Source: an optimization exercise on an open RTL-to-GDS flow (aim: small area, a short achievable clock period and few clock cycles per item). Production flows keep margins and buffers that such runs may drop. In this exercise RTL edits were held to simulation tests only and were not proved equivalent to the original.

## flow/design.v

```verilog
`default_nettype none
package tps_pkg;
    localparam logic OP_PUSH = 1'b0;
    localparam logic OP_END  = 1'b1;
endpackage
`default_nettype wire
`default_nettype none
module track_point_simplifier #(
    parameter int COORD_BITS = 24
) (
    input  wire          clk,
    input  wire          rst_n,
    input  wire                         in_valid,
    output logic                        in_ready,
    input  wire                         in_opcode,
    input  wire signed [COORD_BITS-1:0] in_x,
    input  wire signed [COORD_BITS-1:0] in_y,
    output logic                        out_valid,
    input  wire                         out_ready,
    output logic                        out_is_point,
    output logic signed [COORD_BITS-1:0] out_x,
    output logic signed [COORD_BITS-1:0] out_y,
    output logic                        out_accepted,
    output logic                        out_last,
    input  wire          psel,
    input  wire          penable,
    input  wire          pwrite,
    input  wire [2:0]    paddr,
    input  wire [31:0]   pwdata,
    output logic [31:0]  prdata,
    output logic         pready
);
    localparam logic [3:0] PH_RUN  = 4'd0;   
    localparam logic [3:0] PH_RS1  = 4'd1;   
    localparam logic [3:0] PH_RS2  = 4'd2;   
    localparam logic [3:0] PH_HV   = 4'd3;   
    localparam logic [3:0] PH_VADD = 4'd4;   
    localparam logic [3:0] PH_HD   = 4'd5;   
    localparam logic [3:0] PH_E    = 4'd6;   
    localparam logic [3:0] PH_HR   = 4'd7;   
    localparam logic [3:0] PH_RADD = 4'd8;   
    localparam logic [3:0] PH_GC   = 4'd9;   
    logic [15:0] thr;
    logic        mode;
    logic        cfg_write;
    assign pready    = 1'b1;
    assign cfg_write = psel && penable && pwrite;
    assign prdata    = paddr[2] ? {31'd0, mode} : {16'd0, thr};
    logic               ir_v, ir_op;
    logic signed [23:0] ir_x, ir_y;
    logic signed [24:0] ir_dx, ir_dy;
    logic               q_v, q_op, q_dn, q_fit, q_eq;
    logic signed [23:0] q_x, q_y;
    logic signed [24:0] q_dx, q_dy;
    logic signed [25:0] q_vv;
    logic signed [23:0] px, py, tx, ty;
    logic signed [24:0] dpx, dpy;
    logic signed [24:0] la, lb;
    logic signed [50:0] vp;
    logic [1:0]         seen;
    logic [39:0]        rr_a;
    logic [19:0]        rr_b, rr_c;
    logic               r_valid, l_fast;
    logic [3:0]         ph;
    logic               hh;
    logic [6:0]         cnt;
    logic signed [52:0] ga;
    logic signed [26:0] gs;
    logic [16:0]        gt;
    logic               sbit, tsbit, g_off, g_dot;
    logic               pend2, pend_ok;
    logic tpe;         
    logic               pred_t;
    logic signed [23:0] ppx, ppy;
    logic signed [24:0] pdx, pdy;
    logic signed [25:0] pvp;
    logic               pvp_fit;
    logic signed [24:0] dx, dy, dxd, dyd;
    logic signed [23:0] lx, ly;
    assign lx = ir_v ? ir_x : q_x;
    assign ly = ir_v ? ir_y : q_y;
    assign pred_t  = q_v && !q_op && ((seen != 2'd2) ? !((seen == 2'd1) && q_eq) : !tpe);
    assign ppx     = pred_t ? q_x  : px;
    assign ppy     = pred_t ? q_y  : py;
    assign pdx     = pred_t ? q_dx : dpx;
    assign pdy     = pred_t ? q_dy : dpy;
    assign pvp     = pred_t ? q_vv : vp[25:0];
    assign pvp_fit = pred_t ? (q_vv[25:23] == {3{q_vv[23]}}) : (vp[50:23] == {28{vp[23]}});
    assign dxd     = {ir_x[23], ir_x} - {px[23], px};
    assign dyd     = {ir_y[23], ir_y} - {py[23], py};
    assign dx      = pred_t ? ir_dx : dxd;
    assign dy      = pred_t ? ir_dy : dyd;
    logic fit_dx, fit_dy, fit_px, fit_py, fit_a, fit_b, s1_fit;
    assign fit_dx = (dx[24:10]  == {15{dx[10]}});
    assign fit_dy = (dy[24:10]  == {15{dy[10]}});
    assign fit_px = (pdx[24:10] == {15{pdx[10]}});
    assign fit_py = (pdy[24:10] == {15{pdy[10]}});
    assign fit_a  = (la[24:10]  == {15{la[10]}});
    assign fit_b  = (lb[24:10]  == {15{lb[10]}});
    assign s1_fit = fit_dx && fit_dy && fit_px && fit_py && pvp_fit;
    logic signed [10:0] m1a, m1b, m2a, m2b, m3a, m3b, m4a, m4b;
    logic signed [21:0] m1, m2, m3, m4;
    logic [9:0]         s0, s1, t0, t1;
    assign s0 = ga[9:0];
    assign s1 = ga[19:10];
    assign t0 = ga[31:22];
    assign t1 = ga[41:32];
    always_comb
    begin
        m1a = la[10:0];  m1b = dx[10:0];
        m2a = lb[10:0];  m2b = dy[10:0];
        m3a = pdx[10:0]; m3b = dx[10:0];
        m4a = pdy[10:0]; m4b = dy[10:0];
        if (ph == PH_RS1)
        begin
            m1b = la[10:0];
            m2b = lb[10:0];
            m3a = {1'b0, thr[9:0]};
            m3b = {1'b0, thr[9:0]};
        end
        else if (ph == PH_RS2)
        begin
            m1a = {1'b0, t0}; m1b = {1'b0, s0};
            m2a = {1'b0, t1}; m2b = {1'b0, s0};
            m3a = {1'b0, t0}; m3b = {1'b0, s1};
            m4a = {1'b0, t1}; m4b = {1'b0, s1};
        end
    end
    assign m1 = m1a * m1b;
    assign m2 = m2a * m2b;
    assign m3 = m3a * m3b;
    assign m4 = m4a * m4b;
    logic signed [25:0] vf;
    logic signed [22:0] dotf;
    assign vf   = {{2{pvp[23]}}, pvp[23:0]} + {{4{m1[21]}}, m1} + {{4{m2[21]}}, m2};
    assign dotf = {m3[21], m3} + {m4[21], m4};
    logic [21:0] s_sum;
    logic        lf_new;
    assign s_sum  = m1[21:0] + m2[21:0];
    assign lf_new = fit_a && fit_b && (thr[15:10] == 6'd0) && (s_sum[21:20] == 2'd0);
    logic               v_big;
    logic signed [16:0] v17;
    logic signed [41:0] vsq_r;
    logic               f_off;
    assign v_big = !(q_vv[25:16] == {10{q_vv[16]}});
    assign v17   = q_vv[16:0];
    assign vsq_r = v17 * v17 - $signed({2'b0, rr_a}) - $signed({12'b0, rr_b, 10'b0})
                 - $signed({12'b0, rr_c, 10'b0}) - 42'sd1;
    assign f_off = !vsq_r[41];
    logic out_free, simple, commit, gen, advance, inval;
    logic off, dneg, d_drop, d_brk, d_ok;
    assign out_free = (!out_valid || out_ready) && !pend2;
    assign simple   = q_op || (seen != 2'd2);
    assign gen      = (ph == PH_GC);
    assign commit   = q_v && out_free &&
                      (gen || ((ph == PH_RUN) && (simple || (r_valid && q_fit && l_fast && !v_big))));
    assign off    = gen ? g_off : f_off;
    assign dneg   = gen ? g_dot : q_dn;
    assign d_drop = !off && tpe;
    assign d_brk  = off || (!tpe && dneg);
    assign d_ok   = !q_eq;
    assign inval   = !q_op && (((seen == 2'd1) && !q_eq) || ((seen == 2'd2) && d_brk));
    assign advance = (ph == PH_RUN) && ir_v && (!q_v || (commit && !gen && !inval));
    assign in_ready = !ir_v || advance;
    logic [4:0]         idx;
    logic               xbit, ybit, abit, bbit, vbit;
    logic [6:0]         vi;
    logic signed [52:0] ga_a, ga_b, ga_sum;
    logic               ga_sub;
    logic signed [26:0] gs_b, gs_sum;
    logic               gs_sub;
    logic [16:0]        gt_sum;
    logic               hor;
    assign idx  = cnt[4:0];
    assign xbit = q_dx[idx];
    assign ybit = q_dy[idx];
    assign abit = (cnt <= 7'd24) && la[idx];
    assign bbit = (cnt <= 7'd24) && lb[idx];
    assign vi   = cnt - 7'd2;
    assign vbit = (cnt >= 7'd2) && (vi <= 7'd50) && vp[vi[5:0]];
    assign hor  = (ph == PH_HV) || (ph == PH_HD) || (ph == PH_HR);
    always_comb
    begin
        ga_a   = ga;
        ga_b   = '0;
        ga_sub = 1'b0;
        if (hor)
        begin
            if (!hh)
            begin
                ga_a = ga <<< 1;
                if (xbit)
                    ga_b = (ph == PH_HD) ? 53'(dpx) : 53'(la);
            end
            else if (ybit)
                ga_b = (ph == PH_HD) ? 53'(dpy) : 53'(lb);
            ga_sub = (idx == 5'd24) ^ (ph == PH_HR);
        end
        else if ((ph == PH_VADD) || (ph == PH_RADD))
            ga_b = 53'(vp);
        else if (ph == PH_E)
        begin
            if (!hh)
                ga_b = tsbit ? 53'($signed({1'b0, thr})) : '0;
            else
            begin
                ga_b   = vbit ? 53'(vp) : '0;
                ga_sub = (vi != 7'd50);
            end
        end
    end
    assign ga_sum = ga_a + (ga_b ^ {53{ga_sub}}) + 53'(ga_sub);
    always_comb
    begin
        gs_b = '0;
        if (!hh)
        begin
            if (abit) gs_b = 27'(la);
        end
        else if (bbit)
            gs_b = 27'(lb);
    end
    assign gs_sub = (cnt == 7'd24);
    assign gs_sum = gs + (gs_b ^ {27{gs_sub}}) + 27'(gs_sub);
    assign gt_sum = gt + (sbit ? {1'b0, thr} : 17'd0);
    always_ff @(posedge clk or negedge rst_n)
    begin
        if (!rst_n)
        begin
            thr       <= '0;
            mode      <= 1'b0;
            ir_v      <= 1'b0;
            q_v       <= 1'b0;
            px        <= '0;
            py        <= '0;
            tx        <= '0;
            ty        <= '0;
            dpx       <= '0;
            dpy       <= '0;
            la        <= '0;
            lb        <= '0;
            vp        <= '0;
            seen      <= '0;
            tpe       <= 1'b1;
            r_valid   <= 1'b0;
            ph        <= PH_RUN;
            out_valid <= 1'b0;
            pend2     <= 1'b0;
        end
        else
        begin
            if (cfg_write)
            begin
                if (paddr[2])
                    mode <= pwdata[0];
                else
                begin
                    thr     <= pwdata[15:0];
                    r_valid <= 1'b0;
                end
            end
            if (in_valid && in_ready)
                ir_v <= 1'b1;
            else if (advance)
                ir_v <= 1'b0;
            if (advance)
                q_v <= 1'b1;
            else if (commit)
                q_v <= 1'b0;
            if (commit || (pend2 && out_ready))
                out_valid <= 1'b1;
            else if (out_ready)
                out_valid <= 1'b0;
            if (pend2 && out_ready)
                pend2 <= 1'b0;
            case (ph)
                PH_RUN:
                    if (q_v && !simple)
                    begin
                        if (!r_valid)
                            ph <= PH_RS1;
                        else if (!(q_fit && l_fast && !v_big))
                            ph <= PH_HV;
                    end
                PH_RS1:
                    ph <= PH_RS2;
                PH_RS2:
                begin
                    r_valid <= 1'b1;
                    ph      <= PH_RUN;
                end
                PH_HV, PH_HD, PH_HR:
                    if (hh && (cnt == 7'd0))
                        ph <= (ph == PH_HV) ? PH_VADD : (ph == PH_HD) ? PH_E : PH_RADD;
                PH_VADD:
                begin
                    vp <= ga_sum[50:0];
                    ph <= PH_HD;
                end
                PH_E:
                    if (hh && (cnt == 7'd67))
                        ph <= (tpe && !ga_sum[52]) ? PH_HR : PH_GC;
                PH_RADD:
                begin
                    vp <= ga_sum[50:0];
                    ph <= PH_GC;
                end
                PH_GC:
                    if (commit)
                        ph <= PH_RUN;
                default:
                    ph <= PH_RUN;
            endcase
            if (commit)
            begin
                if (q_op)
                    seen <= 2'd0;
                else if ((seen != 2'd2) ? !(seen == 2'd1 && q_eq)
                                        : !d_drop && (!d_brk || d_ok))
                begin
                    tx  <= px;
                    ty  <= py;
                    px  <= q_x;
                    py  <= q_y;
                    dpx <= q_dx;
                    dpy <= q_dy;
                    tpe <= q_eq;
                    if (seen != 2'd2)
                        seen <= seen + 2'd1;
                    if ((seen == 2'd1) || ((seen == 2'd2) && d_brk))
                    begin
                        la      <= q_dy;
                        lb      <= -q_dx;
                        vp      <= '0;
                        r_valid <= 1'b0;
                    end
                    else if ((seen == 2'd2) && !gen)
                        vp <= 51'(q_vv);
                end
                if (!q_op && (seen == 2'd2) && !d_drop && d_brk && mode)
                    pend2 <= 1'b1;
            end
        end
    end
    always_ff @(posedge clk)
    begin
        if (in_valid && in_ready)
        begin
            ir_op <= in_opcode;
            ir_x  <= in_x;
            ir_y  <= in_y;
            ir_dx <= {in_x[23], in_x} - {lx[23], lx};
            ir_dy <= {in_y[23], in_y} - {ly[23], ly};
        end
        if (advance)
        begin
            q_op  <= ir_op;
            q_x   <= ir_x;
            q_y   <= ir_y;
            q_dx  <= dx;
            q_dy  <= dy;
            q_eq  <= (ir_x == ppx) && (ir_y == ppy);
            q_vv  <= vf;
            q_dn  <= dotf[22];
            q_fit <= s1_fit;
        end
        if (pend2 && out_ready)
        begin
            out_is_point <= 1'b1;
            out_x        <= pend_ok ? tx : px;
            out_y        <= pend_ok ? ty : py;
            out_accepted <= pend_ok;
            out_last     <= 1'b1;
        end
        else if (commit)
        begin
            out_is_point <= 1'b0;
            out_x        <= '0;
            out_y        <= '0;
            out_accepted <= 1'b0;
            out_last     <= 1'b1;
            pend_ok      <= d_ok;
            if (q_op)
            begin
                out_is_point <= 1'b1;
                out_x        <= px;
                out_y        <= py;
            end
            else if (seen == 2'd0)
            begin
                out_is_point <= 1'b1;
                out_x        <= q_x;
                out_y        <= q_y;
                out_accepted <= 1'b1;
            end
            else if (seen == 2'd1)
                out_accepted <= !q_eq;
            else if (!d_drop && d_brk)
            begin
                out_is_point <= 1'b1;
                if (mode)
                begin
                    out_x    <= tx;
                    out_y    <= ty;
                    out_last <= 1'b0;
                end
                else
                begin
                    out_x        <= px;
                    out_y        <= py;
                    out_accepted <= d_ok;
                end
            end
        end
        case (ph)
            PH_RUN:
            begin
                ga  <= '0;
                cnt <= 7'd24;
                hh  <= 1'b0;
            end
            PH_RS1:
            begin
                ga        <= '0;
                ga[21:0]  <= s_sum;
                ga[41:22] <= m3[19:0];
                l_fast    <= lf_new;
            end
            PH_RS2:
            begin
                rr_a <= {m4[19:0], m1[19:0]};
                rr_b <= m2[19:0];
                rr_c <= m3[19:0];
            end
            PH_HV, PH_HD, PH_HR:
            begin
                ga <= ga_sum;
                hh <= !hh;
                if (hh)
                begin
                    cnt <= cnt - 7'd1;
                    if (cnt == 7'd0)
                    begin
                        if (ph == PH_HD)
                        begin
                            g_dot <= ga_sum[52];
                            ga    <= '0;
                            gs    <= '0;
                            gt    <= '0;
                            sbit  <= 1'b0;
                            tsbit <= 1'b0;
                            cnt   <= 7'd0;
                        end
                    end
                end
            end
            PH_VADD:
            begin
                ga  <= '0;
                cnt <= 7'd24;
                hh  <= 1'b0;
            end
            PH_E:
            begin
                hh <= !hh;
                if (!hh)
                begin
                    ga <= ga_sum;
                    gs <= gs_sum;
                end
                else
                begin
                    ga    <= ga_sum >>> 1;
                    gs    <= gs_sum >>> 1;
                    sbit  <= gs_sum[0];
                    gt    <= gt_sum >> 1;
                    tsbit <= gt_sum[0];
                    cnt   <= cnt + 7'd1;
                    if (cnt == 7'd67)
                    begin
                        g_off <= ga_sum[52];
                        ga    <= '0;
                        cnt   <= 7'd24;
                    end
                end
            end
            default:
            begin
            end
        endcase
    end
endmodule
`default_nettype wire
```

## flow/run.sh

```bash
#!/bin/bash
# synth_recipe.tcl (not shown) runs the flow's synth.tcl, then flattens the netlist and writes it again
# the make line also repeats each setting of config.mk as NAME=value (left out here)
make -C /OpenROAD-flow-scripts/flow DESIGN_CONFIG=/design/flow/config.mk WORK_HOME=/design/flow/orfs CLKGATE_MAP_FILE= SYNTH_SCRIPT=/design/flow/synth_recipe.tcl finish
```

## flow/config.mk

```make
export PLATFORM = sky130hd
export DESIGN_NAME = track_point_simplifier
export DESIGN_NICKNAME = track_point_simplifier
export VERILOG_FILES = /design/flow/design.v
export SDC_FILE = /design/flow/constraint.sdc
export NUM_CORES = 4
export LEC_CHECK = 0
export CAP_MARGIN = 20
export CORE_MARGIN = 2
export CORE_UTILIZATION = 40
export SLEW_MARGIN = 20
```

## flow/constraint.sdc

```tcl
create_clock -name core_clock -period 10.0 [get_ports {clk}]
set_input_delay 2.0000 -clock core_clock [delete_from_list [all_inputs] [get_ports {clk}]]
set_output_delay 2.0000 -clock core_clock [all_outputs]
set_load 0.01 [all_outputs]
```

==> run notes, run 1 <==
* Gr usage total at 0.2676
* Yosys Warn Count at 1
* Critical path launch point type: flop
* HP Class: reg2reg
* Status: finished with violations
* Die Area at 0.2044 mm²
* Sequential area share after synthesis at 0.2607
* Fin. Hold Viols at 0
* Setup ws final at -0.1856 ns
* Post-route cell area at 0.09192 mm²
* DR top layer: met5
* Worst Tran Pin Value at 1.130 ns
* Met2 routed WL at 125800 µm
* WL/cell at 23.52 µm
* Post-synth EDFFs at 466
* RSZ-0062 raised after global routing: true
* Most area-consuming cells after synthesis: fa_1 22%, edfxtp_1 17%, ha_1 8.8%
* Slowest stage delay, CP at 0.63 ns
* M1 wire length at 115300 µm
* Dpl cell area at 0.08831 mm²
* Initial DRC Count at 5533
* Syn Area/Cell at 9.551 µm²
* Routability cong. at 0.9986
* Pin count of the biggest net entering global routing at 130
* DR vias/cell at 5.536
* Fin crit share at 1.019
* CTS buffer count at 87
* Layout cells sized above 1 at 0.1193
* Most used DFF post-synth: edfxtp_1
* Worst reg-to-reg setup slack at 0.47 ns
* Clock root buffer: clkbuf_16
* Worst Setup EP: in_ready
* Setup tns final at -0.1856 ns
* Clock Skews at 0.04773 ns
* Seq cells post-synth at 744
* Worst r2r dst: q_vv[23]
* WL met3 at 18480 µm
* CP most frequent cell: fa_1
* Setup crit end kind: primary output
* SO Viols: negative setup slack
* Via count at 64390
* Synth async-reset ratio at 0.3710
* Synth top area share at 0.2233
* Congestion Overflow GR at 0
* CTS Buffer Depth at 3
* Cts hold-fix bufs at 0
* Die Y at 452.1 µm
* Stages on the worst setup path at 29
* Crit Path Class: reg2out
* # IOs at 177
* Die W at 452.1 µm
* Initial antenna violation count at 16
* Buf/Inv on CP at 10
* ANT nets after route at 0
* Area leader, netlist: fa_1
* Count of cell types in the netlist at 106
* CP top delay family: adder cells
* Cell Area, Synth at 0.08033 mm²
* Area growth syn-to-layout at 14.42%
* Worst-path clk slew at 0.07 ns
* Final wirelength at 273600 µm
* Vias in the first global route at 65760
* Relative slew slack at 0.2254
* HPWL Detailed at 220200 µm
* Data arrival time of the critical path at 8.19 ns
* Max-cap viol count at 0
* # nets final at 10450
* CP Launch Point: q_vv[16]
* Starting Density at 0.4023
* Port bufs at 141
* DRC viols at 0
* Number of cell rows at 164
* Period minus WS final at 10.19 ns
* CTS HTree Levels at 3
* Cells after Synth at 8411
* Pre-Repair DR Iteration Count at 7
* Crit path max fanout at 5
* Number of setup violations in the final report at 1
* Max Freq at 98.18 MHz
* # clock sinks at 744
* Fillers at 18930
* Core ar. at 0.1997 mm²
* Clock latency at the later pin of the worst-skew pair at 0.75 ns
* Reg2reg path depth at 42
* Worst Path Required at 8.00 ns
* CTS tree: done
* Global-route wire length before repair at 413400 µm
* Worst R2R Start: ir_y[0]
* Pins Over Slew Limit at 0
* Slowest-stage cell, CP: fa_2
## placed cells by master (no fill, tap or decap), drive strengths merged, types with 19 or more instances in the layout
master	count
inv	1202
nand2	1002
fa	896
nor2	627
buf	583
ha	564
edfxtp	466
a21oi	390
o21ai	359
xnor2	345
dfrtp	275
mux2i	194
mux2	159
clkdlybuf4s50	139
clkbuf	124
a21o	123
and2	111
nor3	101
xor2	98
o22ai	95
nor2b	91
nand2b	83
a221oi	79
nand3	74
nand4	54
o21bai	52
a31oi	51
nor4	50
o21a	48
or2	41
a211oi	40
mux4	33
a21boi	33
a22oi	32
and3	27
or3	26
clkinv	26
o211ai	21
o31ai	21
o221ai	19
## synthesized netlist by cell type, types with 48 or more instances
cell type	instances
a21oi_1	389
a21o_1	123
mux2_2	159
inv_1	1195
nor3_1	101
a221oi_1	78
edfxtp_1	466
o22ai_1	95
nand3_1	74
dfrtp_1	275
ha_1	564
and2_1	111
o21ai_0	346
nand2b_1	83
xnor2_1	345
fa_1	896
mux2i_1	194
nor2_1	627
nand2_1	1002
nor2b_1	91
o21a_1	48
nand4_1	54
clkbuf_1	263
nor4_1	49
o21bai_1	52
a31oi_1	50
xor2_1	98
## sequential cells by signal, indices dropped and copies added, names as in the netlist, 24 cells and up
name	count
ga	53
ir_dx	25
tx	24
px	24
dpx	25
vp	51
q_vv	26
ir_x	24
gs	27
q_dx	25
out_x	24
ir_y	24
lb	25
out_y	24
q_dy	25
rr_a	40
dpy	25
q_x	24
py	24
ty	24
ir_dy	25
la	25
q_y	24
## how the worst min path moves through the flow
stage	cells after the start	to	start
final	0	q_op	ir_op
after floorplan	0	q_op	ir_op
after CTS	0	q_op	ir_op
after global placement	0	q_op	ir_op
after detailed placement	0	q_op	ir_op
after global routing	0	q_op	ir_op
## timing repair
item                                   CTS  global route
pin swaps                               26            17
gates resized for setup                 27            65
setup buffers                           12            16
endpoints found under the hold margin    0             0
setup endpoints to repair                6            17
## per-stage QoR
| step | worst slack (ns) | hold slack, ns | utilization | instances |
|---|---|---|---|---|
| 3_5_place_dp | -0.5448 | 0.4443 | 0.4423 | 11440 |
| 2_1_floorplan | 0.03305 | 0.4003 | - | 8426 |
| 3_3_place_gp | -0.5111 | 0.4483 | 0.4423 | 11440 |
| 4_1_cts | -0.2400 | 0.4655 | 0.4584 | 11610 |
| 5_1_grt | -0.4804 | 0.4604 | 0.4603 | 11630 |
| 6_report | -0.1856 | 0.4586 | 0.4604 | 11630 |
## metal layers
metal  GRT usage  up-vias
li1            -    29100
met2      0.4323     2260
met5           0        -
met1      0.3562    32530
met4      0.1165        8
met3     0.04085      495
## cell families (layout without fill, tap and decap cells)
| logic type | after synthesis | count (layout) | share of synthesized area |
|---|---|---|---|
| other | 2 | 22 | 0.00009349 |
| AND/OR/NAND/NOR | 2348 | 2348 | 0.1310 |
| buffers and inverters | 1542 | 2087 | 0.07383 |
| XOR/XNOR | 444 | 444 | 0.04858 |
| multiplexers | 386 | 386 | 0.05581 |
| adder cells (fa/ha/maj) | 1460 | 1460 | 0.3111 |
| AO/OA/AOI/OAI | 1485 | 1485 | 0.1188 |
| flip-flops | 744 | 744 | 0.2607 |
## area by class of cell
cell class / count / area [µm²] / share of cell area
inverter: 1202 / 4517 / 0.04914
clock inverter: 39 / 510.5 / 0.005554
sequential: 744 / 20950 / 0.2279
clock buffer: 124 / 2551 / 0.02776
multi-input combinational: 6140 / 53990 / 0.5874
antenna: 5 / 12.51 / 0.0001361
timing repair buffer: 722 / 6067 / 0.06601
tap: 2656 / 3323 / 0.03615
Testbench counts, summed over its fixed seeds: cycles 6,475, items 4,144.
==> inputs of run 2 (changes only) <==
--- a/flow/design.v
+++ b/flow/design.v
@@ -40,6 +40,7 @@
     localparam logic [3:0] PH_HR   = 4'd7;   
     localparam logic [3:0] PH_RADD = 4'd8;   
     localparam logic [3:0] PH_GC   = 4'd9;   
+    localparam logic [3:0] PH_RDO  = 4'd10;  
     logic [15:0] thr;
     logic        mode;
     logic        cfg_write;
@@ -49,7 +50,7 @@
     logic               ir_v, ir_op;
     logic signed [23:0] ir_x, ir_y;
     logic signed [24:0] ir_dx, ir_dy;
-    logic               q_v, q_op, q_dn, q_fit, q_eq;
+    logic               q_v, q_st, q_op, q_dn, q_fit, q_eq;
     logic signed [23:0] q_x, q_y;
     logic signed [24:0] q_dx, q_dy;
     logic signed [25:0] q_vv;
@@ -61,6 +62,8 @@
     logic [39:0]        rr_a;
     logic [19:0]        rr_b, rr_c;
     logic               r_valid, l_fast;
+    logic [19:0]        t2;
+    logic               t2_valid;
     logic [3:0]         ph;
     logic               hh;
     logic [6:0]         cnt;
@@ -70,24 +73,26 @@
     logic               sbit, tsbit, g_off, g_dot;
     logic               pend2, pend_ok;
     logic tpe;         
-    logic               pred_t;
+    logic               pred_t, pred_r, pred_n, s1_eq;
     logic signed [23:0] ppx, ppy;
     logic signed [24:0] pdx, pdy;
     logic signed [25:0] pvp;
     logic               pvp_fit;
     logic signed [24:0] dx, dy, dxd, dyd;
-    logic signed [23:0] lx, ly;
+    logic signed [23:0] lx, ly, sx, sy;
     assign lx = ir_v ? ir_x : q_x;
     assign ly = ir_v ? ir_y : q_y;
-    assign pred_t  = q_v && !q_op && ((seen != 2'd2) ? !((seen == 2'd1) && q_eq) : !tpe);
+    assign pred_t  = pred_r && !q_st;
     assign ppx     = pred_t ? q_x  : px;
     assign ppy     = pred_t ? q_y  : py;
     assign pdx     = pred_t ? q_dx : dpx;
     assign pdy     = pred_t ? q_dy : dpy;
     assign pvp     = pred_t ? q_vv : vp[25:0];
     assign pvp_fit = pred_t ? (q_vv[25:23] == {3{q_vv[23]}}) : (vp[50:23] == {28{vp[23]}});
-    assign dxd     = {ir_x[23], ir_x} - {px[23], px};
-    assign dyd     = {ir_y[23], ir_y} - {py[23], py};
+    assign sx      = q_st ? q_x : ir_x;
+    assign sy      = q_st ? q_y : ir_y;
+    assign dxd     = {sx[23], sx} - {px[23], px};
+    assign dyd     = {sy[23], sy} - {py[23], py};
     assign dx      = pred_t ? ir_dx : dxd;
     assign dy      = pred_t ? ir_dy : dyd;
     logic fit_dx, fit_dy, fit_px, fit_py, fit_a, fit_b, s1_fit;
@@ -103,22 +108,25 @@
     logic [9:0]         s0, s1, t0, t1;
     assign s0 = ga[9:0];
     assign s1 = ga[19:10];
-    assign t0 = ga[31:22];
-    assign t1 = ga[41:32];
+    assign t0 = t2[9:0];
+    assign t1 = t2[19:10];
     always_comb
     begin
         m1a = la[10:0];  m1b = dx[10:0];
         m2a = lb[10:0];  m2b = dy[10:0];
         m3a = pdx[10:0]; m3b = dx[10:0];
         m4a = pdy[10:0]; m4b = dy[10:0];
+        if ((ph == PH_RS1) || (ph == PH_RDO))
+        begin
+            m3a = la[10:0]; m3b = la[10:0];
+            m4a = lb[10:0]; m4b = lb[10:0];
+        end
         if (ph == PH_RS1)
         begin
-            m1b = la[10:0];
-            m2b = lb[10:0];
-            m3a = {1'b0, thr[9:0]};
-            m3b = {1'b0, thr[9:0]};
+            m1a = {1'b0, thr[9:0]};
+            m1b = {1'b0, thr[9:0]};
         end
-        else if (ph == PH_RS2)
+        if (ph == PH_RS2)
         begin
             m1a = {1'b0, t0}; m1b = {1'b0, s0};
             m2a = {1'b0, t1}; m2b = {1'b0, s0};
@@ -136,7 +144,7 @@
     assign dotf = {m3[21], m3} + {m4[21], m4};
     logic [21:0] s_sum;
     logic        lf_new;
-    assign s_sum  = m1[21:0] + m2[21:0];
+    assign s_sum  = m3[21:0] + m4[21:0];
     assign lf_new = fit_a && fit_b && (thr[15:10] == 6'd0) && (s_sum[21:20] == 2'd0);
     logic               v_big;
     logic signed [16:0] v17;
@@ -152,15 +160,45 @@
     assign out_free = (!out_valid || out_ready) && !pend2;
     assign simple   = q_op || (seen != 2'd2);
     assign gen      = (ph == PH_GC);
-    assign commit   = q_v && out_free &&
+    assign commit   = q_v && !q_st && out_free &&
                       (gen || ((ph == PH_RUN) && (simple || (r_valid && q_fit && l_fast && !v_big))));
     assign off    = gen ? g_off : f_off;
     assign dneg   = gen ? g_dot : q_dn;
     assign d_drop = !off && tpe;
     assign d_brk  = off || (!tpe && dneg);
     assign d_ok   = !q_eq;
+    logic redo, s1_load;
+    logic nq_v, nq_op, nq_eq, ntpe;
+    logic [1:0] nseen;
     assign inval   = !q_op && (((seen == 2'd1) && !q_eq) || ((seen == 2'd2) && d_brk));
-    assign advance = (ph == PH_RUN) && ir_v && (!q_v || (commit && !gen && !inval));
+    assign advance = (ph == PH_RUN) && ir_v && (!q_v || (commit && !gen));
+    assign redo    = q_st && ((ph == PH_RUN) || (ph == PH_RDO));
+    assign s1_load = advance || redo;
+    assign s1_eq   = (sx == ppx) && (sy == ppy);
+    assign nq_v  = advance || (q_v && !commit);
+    assign nq_op = advance ? ir_op : q_op;
+    assign nq_eq = s1_load ? s1_eq : q_eq;
+    always_comb
+    begin
+        nseen = seen;
+        ntpe  = tpe;
+        if (commit)
+        begin
+            if (q_op)
+                nseen = 2'd0;
+            else if (seen == 2'd2)
+                ntpe = tpe || q_eq;
+            else if (!((seen == 2'd1) && q_eq))
+            begin
+                nseen = seen + 2'd1;
+                ntpe  = q_eq;
+            end
+        end
+    end
+    assign pred_n = nq_v && !nq_op && ((nseen != 2'd2) ? !((nseen == 2'd1) && nq_eq) : !ntpe);
+    logic rdo_go;
+    assign rdo_go = commit && !gen && (ph == PH_RUN) && inval && pred_t && ir_v && t2_valid
+                 && ((seen == 2'd1) || d_ok);
     assign in_ready = !ir_v || advance;
     logic [4:0]         idx;
     logic               xbit, ybit, abit, bbit, vbit;
@@ -231,6 +269,8 @@
             mode      <= 1'b0;
             ir_v      <= 1'b0;
             q_v       <= 1'b0;
+            q_st      <= 1'b0;
+            pred_r    <= 1'b0;
             px        <= '0;
             py        <= '0;
             tx        <= '0;
@@ -243,6 +283,7 @@
             seen      <= '0;
             tpe       <= 1'b1;
             r_valid   <= 1'b0;
+            t2_valid  <= 1'b0;
             ph        <= PH_RUN;
             out_valid <= 1'b0;
             pend2     <= 1'b0;
@@ -255,8 +296,9 @@
                     mode <= pwdata[0];
                 else
                 begin
-                    thr     <= pwdata[15:0];
-                    r_valid <= 1'b0;
+                    thr      <= pwdata[15:0];
+                    r_valid  <= 1'b0;
+                    t2_valid <= 1'b0;
                 end
             end
             if (in_valid && in_ready)
@@ -267,6 +309,11 @@
                 q_v <= 1'b1;
             else if (commit)
                 q_v <= 1'b0;
+            pred_r <= pred_n;
+            if (advance)
+                q_st <= commit && inval;
+            else if (redo)
+                q_st <= 1'b0;
             if (commit || (pend2 && out_ready))
                 out_valid <= 1'b1;
             else if (out_ready)
@@ -275,7 +322,9 @@
                 pend2 <= 1'b0;
             case (ph)
                 PH_RUN:
-                    if (q_v && !simple)
+                    if (rdo_go)
+                        ph <= PH_RDO;
+                    else if (q_v && !q_st && !simple)
                     begin
                         if (!r_valid)
                             ph <= PH_RS1;
@@ -283,6 +332,11 @@
                             ph <= PH_HV;
                     end
                 PH_RS1:
+                begin
+                    t2_valid <= 1'b1;
+                    ph       <= PH_RS2;
+                end
+                PH_RDO:
                     ph <= PH_RS2;
                 PH_RS2:
                 begin
@@ -357,12 +411,16 @@
             q_op  <= ir_op;
             q_x   <= ir_x;
             q_y   <= ir_y;
+        end
+        if (s1_load)
+        begin
             q_dx  <= dx;
             q_dy  <= dy;
-            q_eq  <= (ir_x == ppx) && (ir_y == ppy);
+            q_eq  <= s1_eq;
             q_vv  <= vf;
-            q_dn  <= dotf[22];
             q_fit <= s1_fit;
+            if (ph != PH_RDO)
+                q_dn <= dotf[22];
         end
         if (pend2 && out_ready)
         begin
@@ -419,12 +477,13 @@
                 cnt <= 7'd24;
                 hh  <= 1'b0;
             end
-            PH_RS1:
+            PH_RS1, PH_RDO:
             begin
-                ga        <= '0;
-                ga[21:0]  <= s_sum;
-                ga[41:22] <= m3[19:0];
-                l_fast    <= lf_new;
+                ga       <= '0;
+                ga[21:0] <= s_sum;
+                l_fast   <= lf_new;
+                if (ph == PH_RS1)
+                    t2 <= m1[19:0];
             end
             PH_RS2:
             begin
==> run notes, run 2 <==
* Port bufs at 141 (unchanged)
* Congestion Overflow GR at 0 (unchanged)
* CTS buffer count at 93 (+6.9%)
* Number of cell rows at 165 (+0.61%)
* Layout cells sized above 1 at 0.1095 (-0.009749)
* Status: complete, no violations
* CTS HTree Levels at 3 (unchanged)
* Post-synth EDFFs at 484 (+3.9%)
* Initial DRC Count at 5938 (+7.3%)
* Cts hold-fix bufs at 0 (unchanged)
* HPWL Detailed at 214200 µm (-2.7%)
* Global-route wire length before repair at 407700 µm (-1.4%)
* Clock Skews at 0.05008 ns (+0.002350 ns)
* Slowest-stage cell, CP: fa_2
* Die Y at 455.0 µm (+0.64%)
* Routability cong. at 1.007 (+0.88%)
* Crit Path Class: reg2reg
* Max-cap viol count at 0 (unchanged)
* Clock root buffer: clkbuf_16
* Most common cell after layout, fill and taps aside: inv_1
* CTS Buffer Depth at 3 (unchanged)
* Cells after Synth at 8904 (+5.9%)
* Data arrival time of the critical path at 10.25 ns (+2.06 ns)
* Pre-Repair DR Iteration Count at 7 (unchanged)
* RSZ-0062 raised after global routing: true
* Yosys Warn Count at 1 (unchanged)
* Synth async-reset ratio at 0.3638 (-0.007213)
* Crit path max fanout at 4 (-1)
* # IOs at 177 (unchanged)
* Final cell count without fillers at 12120 (+4.2%)
* Commonest cells in the netlist: 1303 x inv_1, 1208 x nand2_1, 895 x fa_1
* Initial antenna violation count at 5 (-11)
* Vias in the first global route at 66790 (+1.6%)
* Buf/Inv on CP at 10 (unchanged)
* Count of cell types in the netlist at 99 (-6.6%)
* Worst Path Required at 10.49 ns (+2.49 ns)
* Critical path launch point type: flop
* Setup crit end kind: flop
* Fin. Hold Viols at 0 (unchanged)
* Seq cells post-synth at 767 (+3.1%)
* Final core occ at 0.4618 (+0.001395)
* Slowest stage delay, CP at 0.58 ns (-0.05 ns)
* Max Freq at 102.5 MHz (+4.4%)
* Core ar. at 0.2021 mm² (+1.2%)
* Area growth syn-to-layout at 14.70%
* # nets final at 10900 (+4.3%)
* Hold Slack at 0.4751 ns (+0.01658 ns)
* Pin count of the biggest net entering global routing at 115 (-12%)
* Die W at 455.0 µm (+0.64%)
* DP Worst Slack at -0.2275 ns (+0.3173 ns)
* Top flop regs: ga x53, vp x51, rr_a x40
* Final wirelength at 268300 µm (-1.9%)
* WL/cell at 22.13 µm (-5.9%)
* Most common cell in the synthesized netlist: inv_1
* Sequential area share after synthesis at 0.2654 (+0.004734)
* Area leader, netlist: fa_1
* # clock sinks at 767 (+3.1%)
* Fin crit share at 0.9758 (-0.04274)
* DR vias/cell at 5.482 (-0.97%)
* Number of setup violations in the final report at 0 (-1)
* Worst-path clk slew at 0.06 ns (about the same)
* Gr usage total at 0.2590 (-0.008649)
* Commonest non-fill, non-tap cells in the layout: 1298 x inv_1, 1202 x nand2_1, 893 x fa_1
* Most used DFF post-synth: edfxtp_1
* Worst Tran Pin Value at 1.104 ns (-0.02592 ns)
* Setup ws final at 0.2419 ns (+0.4274 ns)
* Reg with most FFs: ga
* CTS tree: done
* HP Class: reg2reg
* Cells after DPL at 11930 (+4.3%)
* Die Area at 0.2070 mm² (+1.3%)
* Pins Over Slew Limit at 0 (unchanged)
* Via count at 66460 (+3.2%)
* DRC viols at 0 (unchanged)
* Most area-consuming cells after synthesis: fa_1 22%, edfxtp_1 18%, dfrtp_1 8.5%
* Clock latency at the later pin of the worst-skew pair at 0.77 ns (+0.02 ns)
* Relative slew slack at 0.2608 (+0.03539)
* CP top delay family: adder cells
* Starting Density at 0.4026 (about the same)
* ANT nets after route at 0 (unchanged)
* Synth top area share at 0.2202 (-0.003092)
* Cell Area, Synth at 0.08137 mm² (+1.3%)
* Period minus WS final at 9.758 ns (-0.4274 ns)
* Max FFs per register at 53 (unchanged)
* Syn Area/Cell at 9.138 µm² (-4.3%)
run 2: changes by cell type after synthesis, sizes merged, moves of 24 or more:
cell / change
a21o: -24
a21oi: +78
clkbuf: +39
inv: +107
mux2: -84
mux2i: -73
nand2: +206
nor2: +186
nor2b: -24
o21ai: +50
o22ai: +28
xor2: +27
run 2: worst paths after layout:
kind                       slack [ns]    start        to  cells after the start
hold reg to reg                  0.48  ir_x[0]    q_x[0]                      0
min in group asynchronous        1.33    rst_n    ty[15]                      1
max in group asynchronous        6.50    rst_n    vp[13]                      3
setup / recovery                 0.24     q_st  q_vv[22]                     43
hold / removal                   0.48  ir_x[0]    q_x[0]                      0
setup reg to reg                 0.24     q_st  q_vv[22]                     43
run 2: layout make-up:
type	count	area, µm²
clock inverters	42	501.7
multi-input cells	6468	54110
clock buffers	133	2641
well taps	2672	3343
inverters	1305	4905
flip-flops and latches	767	21600
fillers	19240	108800
diodes	2	5.005
repair buffers	735	6216
run 2: logic make-up after synthesis:
family | count (synthesis) | synth area share
buffers and inverters | 1684 | 0.07930
XOR/XNOR | 458 | 0.04939
other | 2 | 0.00009230
flip-flops | 767 | 0.2654
AO/OA/AOI/OAI | 1594 | 0.1222
AND/OR/NAND/NOR | 2735 | 0.1461
adder cells (fa/ha/maj) | 1437 | 0.3035
multiplexers | 227 | 0.03398
run 2: worst register-to-register path, delay by kind of cell, from the launching register on:
kind            cells  cell delay [ns]
xor+xnor            3             0.35
flops               1             0.41
simple gates        2             0.50
compound gates     16             2.71
fa+ha+maj          10             4.17
mux                 2             0.27
buf+inv            10             1.10
run 2: timing repair:
item / in CTS / in global routing
gates cloned: 0 / 0
setup endpoints to repair: 9 / 19
pin swaps: 0 / 55
setup buffers: 2 / 12
hold endpoints to repair: 0 / 0
resized for setup: 9 / 131
run 2: routing by layer:
| layer | vias to the layer above | global-route usage | share of wire |
|---|---|---|---|
| met5 | - | 0 | 0.000048 |
| met2 | 2603 | 0.4100 | 0.45 |
| met3 | 475 | 0.04034 | 0.075 |
| met1 | 33010 | 0.3520 | 0.42 |
| met4 | 2 | 0.1117 | 0.050 |
| li1 | 30370 | - | - |
run 2: metrics by stage:
step / TNS, ns / area (µm²)
after floorplan: 0 / 81430
after global routing: -0.4271 / 93330
after detailed placement: -0.7653 / 89450
final: 0 / 93330
after CTS: 0 / 92650
after global placement: -0.07151 / 89430
Testbench counts of run 2, summed over its fixed seeds: cycles 5,582, items 4,144.
==> inputs of run 3 (changes only) <==
--- a/flow/design.v
+++ b/flow/design.v
@@ -49,10 +49,13 @@
     assign prdata    = paddr[2] ? {31'd0, mode} : {16'd0, thr};
     logic               ir_v, ir_op;
     logic signed [23:0] ir_x, ir_y;
-    logic signed [24:0] ir_dx, ir_dy;
+    logic signed [24:0] ir_dx, ir_dy;    
+    logic signed [24:0] ir_ex, ir_ey;    
+    logic               ir_pok;          
     logic               q_v, q_st, q_op, q_dn, q_fit, q_eq;
     logic signed [23:0] q_x, q_y;
     logic signed [24:0] q_dx, q_dy;
+    logic signed [24:0] q_tx, q_ty;      
     logic signed [25:0] q_vv;
     logic signed [23:0] px, py, tx, ty;
     logic signed [24:0] dpx, dpy;
@@ -74,12 +77,13 @@
     logic               pend2, pend_ok;
     logic tpe;         
     logic               pred_t, pred_r, pred_n, s1_eq;
+    logic               dsel_r, dsel_n, dx_ok;
     logic signed [23:0] ppx, ppy;
     logic signed [24:0] pdx, pdy;
     logic signed [25:0] pvp;
     logic               pvp_fit;
-    logic signed [24:0] dx, dy, dxd, dyd;
-    logic signed [23:0] lx, ly, sx, sy;
+    logic signed [24:0] dx, dy;
+    logic signed [23:0] lx, ly, ex, ey;
     assign lx = ir_v ? ir_x : q_x;
     assign ly = ir_v ? ir_y : q_y;
     assign pred_t  = pred_r && !q_st;
@@ -89,12 +93,9 @@
     assign pdy     = pred_t ? q_dy : dpy;
     assign pvp     = pred_t ? q_vv : vp[25:0];
     assign pvp_fit = pred_t ? (q_vv[25:23] == {3{q_vv[23]}}) : (vp[50:23] == {28{vp[23]}});
-    assign sx      = q_st ? q_x : ir_x;
-    assign sy      = q_st ? q_y : ir_y;
-    assign dxd     = {sx[23], sx} - {px[23], px};
-    assign dyd     = {sy[23], sy} - {py[23], py};
-    assign dx      = pred_t ? ir_dx : dxd;
-    assign dy      = pred_t ? ir_dy : dyd;
+    assign dx      = q_st ? q_tx : dsel_r ? ir_dx : ir_ex;
+    assign dy      = q_st ? q_ty : dsel_r ? ir_dy : ir_ey;
+    assign dx_ok   = q_st || dsel_r || ir_pok;
     logic fit_dx, fit_dy, fit_px, fit_py, fit_a, fit_b, s1_fit;
     assign fit_dx = (dx[24:10]  == {15{dx[10]}});
     assign fit_dy = (dy[24:10]  == {15{dy[10]}});
@@ -171,10 +172,10 @@
     logic nq_v, nq_op, nq_eq, ntpe;
     logic [1:0] nseen;
     assign inval   = !q_op && (((seen == 2'd1) && !q_eq) || ((seen == 2'd2) && d_brk));
-    assign advance = (ph == PH_RUN) && ir_v && (!q_v || (commit && !gen));
+    assign advance = (ph == PH_RUN) && ir_v && (!q_v || (commit && !gen)) && dx_ok;
     assign redo    = q_st && ((ph == PH_RUN) || (ph == PH_RDO));
     assign s1_load = advance || redo;
-    assign s1_eq   = (sx == ppx) && (sy == ppy);
+    assign s1_eq   = (dx == 25'd0) && (dy == 25'd0);
     assign nq_v  = advance || (q_v && !commit);
     assign nq_op = advance ? ir_op : q_op;
     assign nq_eq = s1_load ? s1_eq : q_eq;
@@ -196,6 +197,13 @@
         end
     end
     assign pred_n = nq_v && !nq_op && ((nseen != 2'd2) ? !((nseen == 2'd1) && nq_eq) : !ntpe);
+    assign dsel_n = nq_v && (nq_op || !((nseen == 2'd2) && ntpe));
+    logic take, px_move;
+    assign take    = commit && !q_op && ((seen != 2'd2) ? !((seen == 2'd1) && q_eq)
+                                                          : (!d_drop && (!d_brk || d_ok)));
+    assign px_move = take && !q_eq;
+    assign ex      = (in_valid && in_ready) ? in_x : ir_x;
+    assign ey      = (in_valid && in_ready) ? in_y : ir_y;
     logic rdo_go;
     assign rdo_go = commit && !gen && (ph == PH_RUN) && inval && pred_t && ir_v && t2_valid
                  && ((seen == 2'd1) || d_ok);
@@ -271,6 +279,7 @@
             q_v       <= 1'b0;
             q_st      <= 1'b0;
             pred_r    <= 1'b0;
+            dsel_r    <= 1'b0;
             px        <= '0;
             py        <= '0;
             tx        <= '0;
@@ -310,6 +319,7 @@
             else if (commit)
                 q_v <= 1'b0;
             pred_r <= pred_n;
+            dsel_r <= dsel_n;
             if (advance)
                 q_st <= commit && inval;
             else if (redo)
@@ -406,11 +416,16 @@
             ir_dx <= {in_x[23], in_x} - {lx[23], lx};
             ir_dy <= {in_y[23], in_y} - {ly[23], ly};
         end
+        ir_ex  <= {ex[23], ex} - {px[23], px};
+        ir_ey  <= {ey[23], ey} - {py[23], py};
+        ir_pok <= !px_move;
         if (advance)
         begin
             q_op  <= ir_op;
             q_x   <= ir_x;
             q_y   <= ir_y;
+            q_tx  <= ir_dx;
+            q_ty  <= ir_dy;
         end
         if (s1_load)
         begin
==> run notes, run 3 <==
* Slowest stage delay, CP at 0.55 ns (-0.03 ns)
* RSZ-0062 raised after global routing: false
* Data arrival time of the critical path at 9.96 ns (-0.29 ns)
* Mux cell area share after synthesis at 0.04941 (+0.01542)
* Postcts setup bufs at 0 (-2)
* Fin crit share at 0.9471 (-0.02873)
* Clock latency at the later pin of the worst-skew pair at 0.78 ns (about the same)
* Reg2reg path depth at 33 (-23%)
* Pins Over Slew Limit at 0 (unchanged)
* CTS buffer count at 101 (+8.6%)
* Layout cells sized above 1 at 0.08459 (-0.02494)
* Yosys Warn Count at 1 (unchanged)
* Cts hold-fix bufs at 0 (unchanged)
* Buf/Inv on CP at 8 (-2)
* Starting Density at 0.4012 (-0.001372)
* CTS tree: done
* Pin count of the biggest net entering global routing at 124 (+7.8%)
* # IOs at 177 (unchanged)
* DR vias/cell at 5.504 (+0.40%)
* Number of setup violations in the final report at 0 (unchanged)
* Max-cap viol count at 0 (unchanged)
* Crit Path Class: reg2reg
* Relative slew slack at 0.2545 (-0.006283)
* Post-route cell area at 0.09228 mm² (-1.1%)
* Synth top area share at 0.2173 (-0.002893)
* HPWL Detailed at 210100 µm (-1.9%)
* DP Worst Slack at 0.1667 ns (+0.3942 ns)
* CTS Buffer Depth at 3 (unchanged)
* Congestion Overflow GR at 0 (unchanged)
* Initial DRC Count at 5445 (-8.3%)
* PostCTS Resize Cnt at 0 (-9)
* Cell Area, Synth at 0.08291 mm² (+1.9%)
* Stages on the worst setup path at 33 (-23%)
* Die W at 459.3 µm (+0.94%)
* Die Area at 0.2109 mm² (+1.9%)
* Count of cell types in the netlist at 104 (+5.1%)
* Most used DFF post-synth: edfxtp_1
* M1 wire length at 112100 µm (-1.7%)
* Final wirelength at 263100 µm (-1.9%)
* Syn Area/Cell at 9.535 µm² (+4.3%)
* Commonest non-fill, non-tap cells in the layout: 1263 x inv_1, 1121 x nand2_1, 900 x fa_1
* Slowest-stage cell, CP: fa_1
* CP most frequent cell: fa_1
* Vias in the first global route at 66020 (-1.1%)
* Gr usage total at 0.2507 (-0.008305)
* Fin. Hold Viols at 0 (unchanged)
* WL met3 at 20670 µm (+3.3%)
* Commonest cells in the netlist: 1266 x inv_1, 1127 x nand2_1, 900 x fa_1
* Pre-Repair DR Iteration Count at 6 (-1)
* Worst Path Required at 10.49 ns (about the same)
* Seq cells post-synth at 869 (+13%)
* Crit path max fanout at 40 (+36)
* Final cell count without fillers at 11680 (-3.7%)
* Max FFs per register at 53 (unchanged)
* Cells after Synth at 8696 (-2.3%)
* Most area-consuming cells after synthesis: fa_1 22%, edfxtp_1 18%, dfrtp_1 8.4%
* Sequential area share after synthesis at 0.2854 (+0.01999)
* Clock Skews at 0.04953 ns (-0.0005590 ns)
* Top flop regs: ga x53, vp x51, rr_a x40
* Max Freq at 105.6 MHz (+3.0%)
* Period minus WS final at 9.471 ns (-0.2873 ns)
* Setup tns final at 0 ns (unchanged)
* Reg with most FFs: ga
* Setup ws final at 0.5292 ns (+0.2873 ns)
* Largest family of logic cells by synthesized area: adder cells
* Core ar. at 0.2067 mm² (+2.2%)
* Number of cell rows at 167 (+1.2%)
* Setup crit end kind: flop
* Post-synth EDFFs at 486 (+0.41%)
* Die Y at 459.3 µm (+0.94%)
* Clock root buffer: clkbuf_16
* Worst-path clk slew at 0.06 ns (about the same)
* Initial antenna violation count at 13 (+8)
* DRC viols at 0 (unchanged)
* Worst Tran Pin Value at 1.116 ns (+0.01187 ns)
* Cells after DPL at 11490 (-3.7%)
* Via count at 64280 (-3.3%)
* Port bufs at 141 (unchanged)
* # nets final at 10420 (-4.4%)
* Synth async-reset ratio at 0.3222 (-0.04155)
* CP top delay family: adder cells
* HP Class: reg2reg
* Routability cong. at 1.008 (about the same)
* Global-route wire length before repair at 403600 µm (-1.0%)
* Synth Area in Adders at 0.2991 (-0.004445)
* Synth Area in Simple Gates at 0.1333 (-0.01277)
* Area leader, netlist: fa_1
* Critical path launch point type: flop
* Xor and xnor area share after synthesis at 0.04151 (-0.007877)
* Met2 routed WL at 118000 µm (-2.5%)
* WL/cell at 22.53 µm (+1.8%)
* Status: complete, no violations
* DR top layer: met5
* Area growth syn-to-layout at 11.30%
* # clock sinks at 869 (+13%)
* Most common cell after layout, fill and taps aside: inv_1
* Dpl cell area at 0.08876 mm² (-0.77%)
* Most common cell in the synthesized netlist: inv_1
* CTS HTree Levels at 3 (unchanged)
* ANT nets after route at 0 (unchanged)
* Post-synthesis compound-gate area fraction at 0.1142 (-0.008025)
* Hold path depth at 0 (unchanged)
-- run 3: cell count changes in the layout (fill, tap and decap cells not counted), sizes merged, moves of 35 or more --
cell,change
nand2,-81
a21oi,-57
nor2,-164
mux2,+94
nor2b,+35
o21ai,-52
dfxtp,+99
buf,-278
xnor2,-56
inv,-36
-- run 3: cells by family after synthesis --
kind of cell,after synthesis
xor+xnor,393
compound gates,1495
buf+inv,1654
simple gates,2501
other cells,2
fa+ha+maj,1442
mux,340
flops,869
-- run 3: layout make-up --
class	instances	area [µm²]
Clock inverter	53	670.6
Timing Repair Buffer	456	3881
Antenna cell	2	5.005
Fill cell	19770	114400
Sequential cell	869	23670
Clock buffer	138	2778
Tap cell	2704	3383
Multi-Input combinational cell	6188	53120
Inverter	1269	4772
-- run 3: worst reg2reg max path, delay by kind of cell, from the launching register on --
family	cells	cell delay, ns
adders and majority gates	8	3.57
AOI/OAI and AO/OA	14	3.12
buffers and inverters	8	1.24
xor gates and xnor gates	2	0.60
DFF	1	0.53
and+or+nand+nor	1	0.14
-- run 3: worst paths after layout --
| check | slack, ns | start | to |
|---|---|---|---|
| max in group asynchronous | 6.75 | rst_n | vp[1] |
| worst min register to register | 0.43 | ir_dy[6] | q_ty[6] |
| worst max register to register | 0.53 | q_st | q_vv[24] |
| worst max-delay path | 0.53 | q_st | q_vv[24] |
| min in group asynchronous | 1.17 | rst_n | tx[18] |
| worst min-delay path | 0.43 | ir_dy[6] | q_ty[6] |
-- run 3: metal layers --
metal,track usage,vias to the layer above
met2,0.3977,2293
met3,0.05048,521
met5,0,-
li1,-,29330
met1,0.3354,32130
met4,0.1007,14
-- run 3: through the flow --
step / util / hold WS, ns
after floorplan: - / 0.4244
after CTS: 0.4462 / 0.4254
after global routing: 0.4466 / 0.4385
after detailed placement: 0.4295 / 0.4326
after global placement: 0.4295 / 0.4282
final: 0.4466 / 0.4348
Testbench counts of run 3, summed over its fixed seeds: cycles 5,582, items 4,144.
==> inputs of run 4 (changes only) <==
--- a/flow/design.v
+++ b/flow/design.v
@@ -145,15 +145,15 @@
     assign dotf = {m3[21], m3} + {m4[21], m4};
     logic [21:0] s_sum;
     logic        lf_new;
-    assign s_sum  = m3[21:0] + m4[21:0];
+    assign s_sum  = dotf[21:0];
     assign lf_new = fit_a && fit_b && (thr[15:10] == 6'd0) && (s_sum[21:20] == 2'd0);
     logic               v_big;
-    logic signed [16:0] v17;
+    logic signed [15:0] v16;
     logic signed [41:0] vsq_r;
     logic               f_off;
-    assign v_big = !(q_vv[25:16] == {10{q_vv[16]}});
-    assign v17   = q_vv[16:0];
-    assign vsq_r = v17 * v17 - $signed({2'b0, rr_a}) - $signed({12'b0, rr_b, 10'b0})
+    assign v_big = !(q_vv[25:15] == {11{q_vv[15]}});
+    assign v16   = q_vv[15:0];
+    assign vsq_r = v16 * v16 - $signed({2'b0, rr_a}) - $signed({12'b0, rr_b, 10'b0})
                  - $signed({12'b0, rr_c, 10'b0}) - 42'sd1;
     assign f_off = !vsq_r[41];
     logic out_free, simple, commit, gen, advance, inval;
@@ -282,15 +282,7 @@
             dsel_r    <= 1'b0;
             px        <= '0;
             py        <= '0;
-            tx        <= '0;
-            ty        <= '0;
-            dpx       <= '0;
-            dpy       <= '0;
-            la        <= '0;
-            lb        <= '0;
-            vp        <= '0;
             seen      <= '0;
-            tpe       <= 1'b1;
             r_valid   <= 1'b0;
             t2_valid  <= 1'b0;
             ph        <= PH_RUN;
@@ -357,18 +349,12 @@
                     if (hh && (cnt == 7'd0))
                         ph <= (ph == PH_HV) ? PH_VADD : (ph == PH_HD) ? PH_E : PH_RADD;
                 PH_VADD:
-                begin
-                    vp <= ga_sum[50:0];
                     ph <= PH_HD;
-                end
                 PH_E:
                     if (hh && (cnt == 7'd67))
                         ph <= (tpe && !ga_sum[52]) ? PH_HR : PH_GC;
                 PH_RADD:
-                begin
-                    vp <= ga_sum[50:0];
                     ph <= PH_GC;
-                end
                 PH_GC:
                     if (commit)
                         ph <= PH_RUN;
@@ -379,27 +365,14 @@
             begin
                 if (q_op)
                     seen <= 2'd0;
-                else if ((seen != 2'd2) ? !(seen == 2'd1 && q_eq)
-                                        : !d_drop && (!d_brk || d_ok))
+                else if (take)
                 begin
-                    tx  <= px;
-                    ty  <= py;
                     px  <= q_x;
                     py  <= q_y;
-                    dpx <= q_dx;
-                    dpy <= q_dy;
-                    tpe <= q_eq;
                     if (seen != 2'd2)
                         seen <= seen + 2'd1;
                     if ((seen == 2'd1) || ((seen == 2'd2) && d_brk))
-                    begin
-                        la      <= q_dy;
-                        lb      <= -q_dx;
-                        vp      <= '0;
                         r_valid <= 1'b0;
-                    end
-                    else if ((seen == 2'd2) && !gen)
-                        vp <= 51'(q_vv);
                 end
                 if (!q_op && (seen == 2'd2) && !d_drop && d_brk && mode)
                     pend2 <= 1'b1;
@@ -419,6 +392,24 @@
         ir_ex  <= {ex[23], ex} - {px[23], px};
         ir_ey  <= {ey[23], ey} - {py[23], py};
         ir_pok <= !px_move;
+        if ((ph == PH_VADD) || (ph == PH_RADD))
+            vp <= ga_sum[50:0];
+        if (take)
+        begin
+            tx  <= px;
+            ty  <= py;
+            dpx <= q_dx;
+            dpy <= q_dy;
+            tpe <= q_eq;
+            if ((seen == 2'd1) || ((seen == 2'd2) && d_brk))
+            begin
+                la <= q_dy;
+                lb <= -q_dx;
+                vp <= '0;
+            end
+            else if ((seen == 2'd2) && !gen)
+                vp <= 51'(q_vv);
+        end
         if (advance)
         begin
             q_op  <= ir_op;
--- a/flow/config.mk
+++ b/flow/config.mk
@@ -5,7 +5,7 @@
 export SDC_FILE = /design/flow/constraint.sdc
 export NUM_CORES = 4
 export LEC_CHECK = 0
-export CAP_MARGIN = 20
+export CAP_MARGIN = 5
 export CORE_MARGIN = 2
-export CORE_UTILIZATION = 40
-export SLEW_MARGIN = 20
+export CORE_UTILIZATION = 55
+export SLEW_MARGIN = 5
==> run notes, run 4 <==
* Status: complete, no violations
* Critical path launch point type: flop
* Area leader, netlist: edfxtp_1
* Global-route wire length before repair at 387000 µm (-4.1%)
* Pre-Repair DR Iteration Count at 6 (unchanged)
* Sequential area share after synthesis at 0.2968 (+0.01143)
* Postcts setup bufs at 0 (unchanged)
* Final wirelength at 255400 µm (-2.9%)
* Reg2reg path depth at 24 (-27%)
* Cts hold-fix bufs at 0 (unchanged)
* Clock latency at the later pin of the worst-skew pair at 0.78 ns (about the same)
* Starting Density at 0.5524 (+0.1511)
* Pins Over Slew Limit at 0 (unchanged)
* Number of setup violations in the final report at 0 (unchanged)
* Setup tns final at 0 ns (unchanged)
* # IOs at 177 (unchanged)
* DP Worst Slack at 0.3812 ns (+0.2145 ns)
* Slowest stage delay, CP at 0.92 ns (+0.37 ns)
* Period minus WS final at 9.650 ns (+0.1788 ns)
* CTS buffer count at 101 (unchanged)
* DRC viols at 0 (unchanged)
* PostCTS Resize Cnt at 0 (unchanged)
* Layout cells sized above 1 at 0.08131 (-0.003273)
* Max-cap viol count at 0 (unchanged)
* Number of cell rows at 141 (-16%)
* CTS Buffer Depth at 3 (unchanged)
* Yosys Warn Count at 1 (unchanged)
* Setup crit end kind: flop
* Clock Skews at 0.1063 ns (+0.05675 ns)
* Max FFs per register at 53 (unchanged)
* Die Y at 388.6 µm (-15%)
* Seq cells post-synth at 869 (unchanged)
* Die Area at 0.1510 mm² (-28%)
* Clock root buffer: clkbuf_16
* Initial DRC Count at 5672 (+4.2%)
* Worst reg-to-reg setup slack at 0.35 ns (-0.18 ns)
* RSZ-0062 raised after global routing: false
* Mux cell area share after synthesis at 0.04287 (-0.006536)
* Vias in the first global route at 63180 (-4.3%)
* Fillers at 12660 (-36%)
* Worst r2r dst: vp[39]
* Most common cell in the synthesized netlist: inv_1
* Slowest-stage cell, CP: edfxtp_1
* Fin. Hold Viols at 0 (unchanged)
* Cells after Synth at 8407 (-3.3%)
* Worst-path clk slew at 0.06 ns (about the same)
* Worst R2R Start: q_vv[8]
* Area growth syn-to-layout at 10.64%
* Most area-consuming cells after synthesis: edfxtp_1 23%, fa_1 21%, ha_1 8.8%
* ANT nets after route at 0 (unchanged)
* HPWL Detailed at 203700 µm (-3.0%)
* Initial antenna violation count at 8 (-5)
* Port bufs at 141 (unchanged)
* Synth Area in Simple Gates at 0.1321 (-0.001177)
* Syn Area/Cell at 9.679 µm² (+1.5%)
* Setup ws final at 0.3504 ns (-0.1788 ns)
* Cell Area, Synth at 0.08137 mm² (-1.9%)
* Gr usage total at 0.3385 (+0.08788)
* Synth async-reset ratio at 0.09206 (-0.2301)
* HP Class: reg2reg
* Synth Area in Adders at 0.2980 (-0.001090)
* Commonest non-fill, non-tap cells in the layout: 1200 x inv_1, 990 x nand2_1, 855 x fa_1
* Worst path cell trace: and2_1 -> fa_1 -> inv_1 -> fa_1 -> fa_1 -> inv_1 -> fa_1 -> fa_1 -> fa_1 -> ha_1 -> ha_1 -> a21o_1 -> a21o_1 -> a211oi_1 -> o31ai_1 -> a211oi_1 -> o21ai_0 -> a211o_1 -> a22oi_1 -> a311oi_1 -> or2_2 -> nor2_2 -> buf_4 -> a211oi_1
* Endpoint of the worst hold path: q_ty[0]
* Via count at 63050 (-1.9%)
* Post-synth EDFFs at 635 (+31%)
* Count of cell types in the netlist at 91 (-13%)
* Routability cong. at 1.027 (+1.9%)
* Most used DFF post-synth: edfxtp_1
* Largest family of logic cells by synthesized area: adder cells
* CP top delay family: adder cells
* CTS tree: done
* Core ar. at 0.1473 mm² (-29%)
* CTS HTree Levels at 3 (unchanged)
* Crit path max fanout at 19 (-53%)
* Xor and xnor area share after synthesis at 0.04252 (+0.001003)
* Crit Path Class: reg2reg
* Hold Slack at 0.4220 ns (-0.01278 ns)
* # clock sinks at 869 (unchanged)
* Pin count of the biggest net entering global routing at 76 (-39%)
* Relative slew slack at 0.1572 (-0.09731)
* Most common cell after layout, fill and taps aside: inv_1
* Die W at 388.6 µm (-15%)
* Fin crit share at 0.9650 (+0.01788)
* # nets final at 10140 (-2.7%)
* Synth top area share at 0.2343 (+0.01704)
* Worst Path Required at 10.60 ns (+0.11 ns)
* Hold path start: ir_dy[0]
* Buf/Inv on CP at 3 (-5)
* DR vias/cell at 5.925 (+7.6%)
* Reg with most FFs: ga
* Worst Tran Pin Value at 1.254 ns (+0.1382 ns)
* Max Freq at 103.6 MHz (-1.9%)
* Congestion Overflow GR at 0 (unchanged)
* Data arrival time of the critical path at 10.25 ns (+0.29 ns)
* CP most frequent cell: fa_1
* Commonest cells in the netlist: 1205 x inv_1, 997 x nand2_1, 855 x fa_1
* Hold path depth at 0 (unchanged)
* Top flop regs: ga x53, vp x51, rr_a x40
* WL/cell at 23.99 µm (+6.5%)
* Post-synthesis compound-gate area fraction at 0.1153 (+0.001152)
run 4: changes by cell type in the layout (fill, tap and decap cells not counted), moves of 16 or more:
cell	previous run	this run
ha_1	541	569
inv_1	1263	1200
mux2_2	169	120
dfrtp_1	275	76
fa_1	900	855
nor2b_1	100	79
a21oi_1	409	425
edfxtp_1	486	635
nor2_1	642	665
nand2_1	1121	990
buf_4	307	278
dfxtp_1	103	154
o21ai_0	340	292
run 4: final cells by class:
type / instances / area, µm² / share of cell area
Tap cell: 1930 / 2415 / 0.02682
Clock inverter: 65 / 934.6 / 0.01038
Inverter: 1208 / 4561 / 0.05066
Timing Repair Buffer: 426 / 3649 / 0.04053
Sequential cell: 869 / 24160 / 0.2684
Antenna cell: 5 / 12.51 / 0.0001390
Clock buffer: 125 / 2710 / 0.03010
Multi-Input combinational cell: 6014 / 51580 / 0.5730
run 4: per-stage QoR:
step	cells	utilization	instance area [µm²]
2_1_floorplan	8422	-	81430
3_3_place_gp	10450	0.5860	86320
3_5_place_dp	10450	0.5860	86320
4_1_cts	10640	0.6107	89970
5_1_grt	10640	0.6111	90010
6_report	10640	0.6111	90030
run 4: worst max path at each step:
stage,from,endpoint,slack (ns),depth (start not counted)
6_report,q_vv[8],vp[39],0.35,24
5_1_grt,ph[0],q_vv[24],0.002,39
4_1_cts,ph[0],q_vv[24],0.41,39
3_5_place_dp,q_vv[8],vp[45],0.38,24
3_3_place_gp,q_vv[8],vp[45],0.50,24
2_1_floorplan,q_vv[15],dpx[0],0.04,28
run 4: kinds of logic after synthesis:
group / after synthesis
other: 2
muxes: 291
buffers and inverters: 1539
AOI/OAI and AO/OA: 1471
xor gates and xnor gates: 395
and+or+nand+nor: 2415
adders and majority gates: 1425
DFF: 869
run 4: layer usage:
metal  up-vias  routed length, µm  share of wire  global-route usage
li1      28730                  -              -                   -
met1     31240             106800           0.42              0.4589
met2      2550             114900           0.45              0.5347
met3       527              20850          0.082             0.06280
met4         6              12710          0.050              0.1445
met5         -                 35        0.00014                   0
Testbench counts of run 4, summed over its fixed seeds: cycles 5,582, items 4,144.

## port drivers added, routing unchanged
In the flow no input, the clock included, has a driving cell. The finished layouts below were timed again as built, in two steps.
Step 1, drivers: a clkbuf_16 drives clk and a buf_2 each remaining input, both assumed.
Step 2, shift: input delay + t, output delay - t, t = (earliest + latest rising clock arrival at the registers) / 2. This alone moves slack from input paths to output paths.
Slacks: ideal ports / drivers / drivers and shift; pairs: ideal ports / drivers.
run | shift t [ns] | slack for setup (ns) | slew at the worst register clock pin (ns) | worst data-port slew with drivers (ns) | cell pins on the clock port's net
run 1 | 0.815 | -0.186 / -0.277 / 0.474 | 0.08 / 0.08 | 0.06 | 1
run 2 | 0.829 | 0.242 / 0.242 / 0.242 | 0.07 / 0.07 | 0.05 | 1
run 3 | 0.845 | 0.529 / 0.529 / 0.529 | 0.07 / 0.07 | 0.13 | 1
run 4 | 0.809 | 0.350 / 0.350 / 0.350 | 0.07 / 0.07 | 0.06 | 1
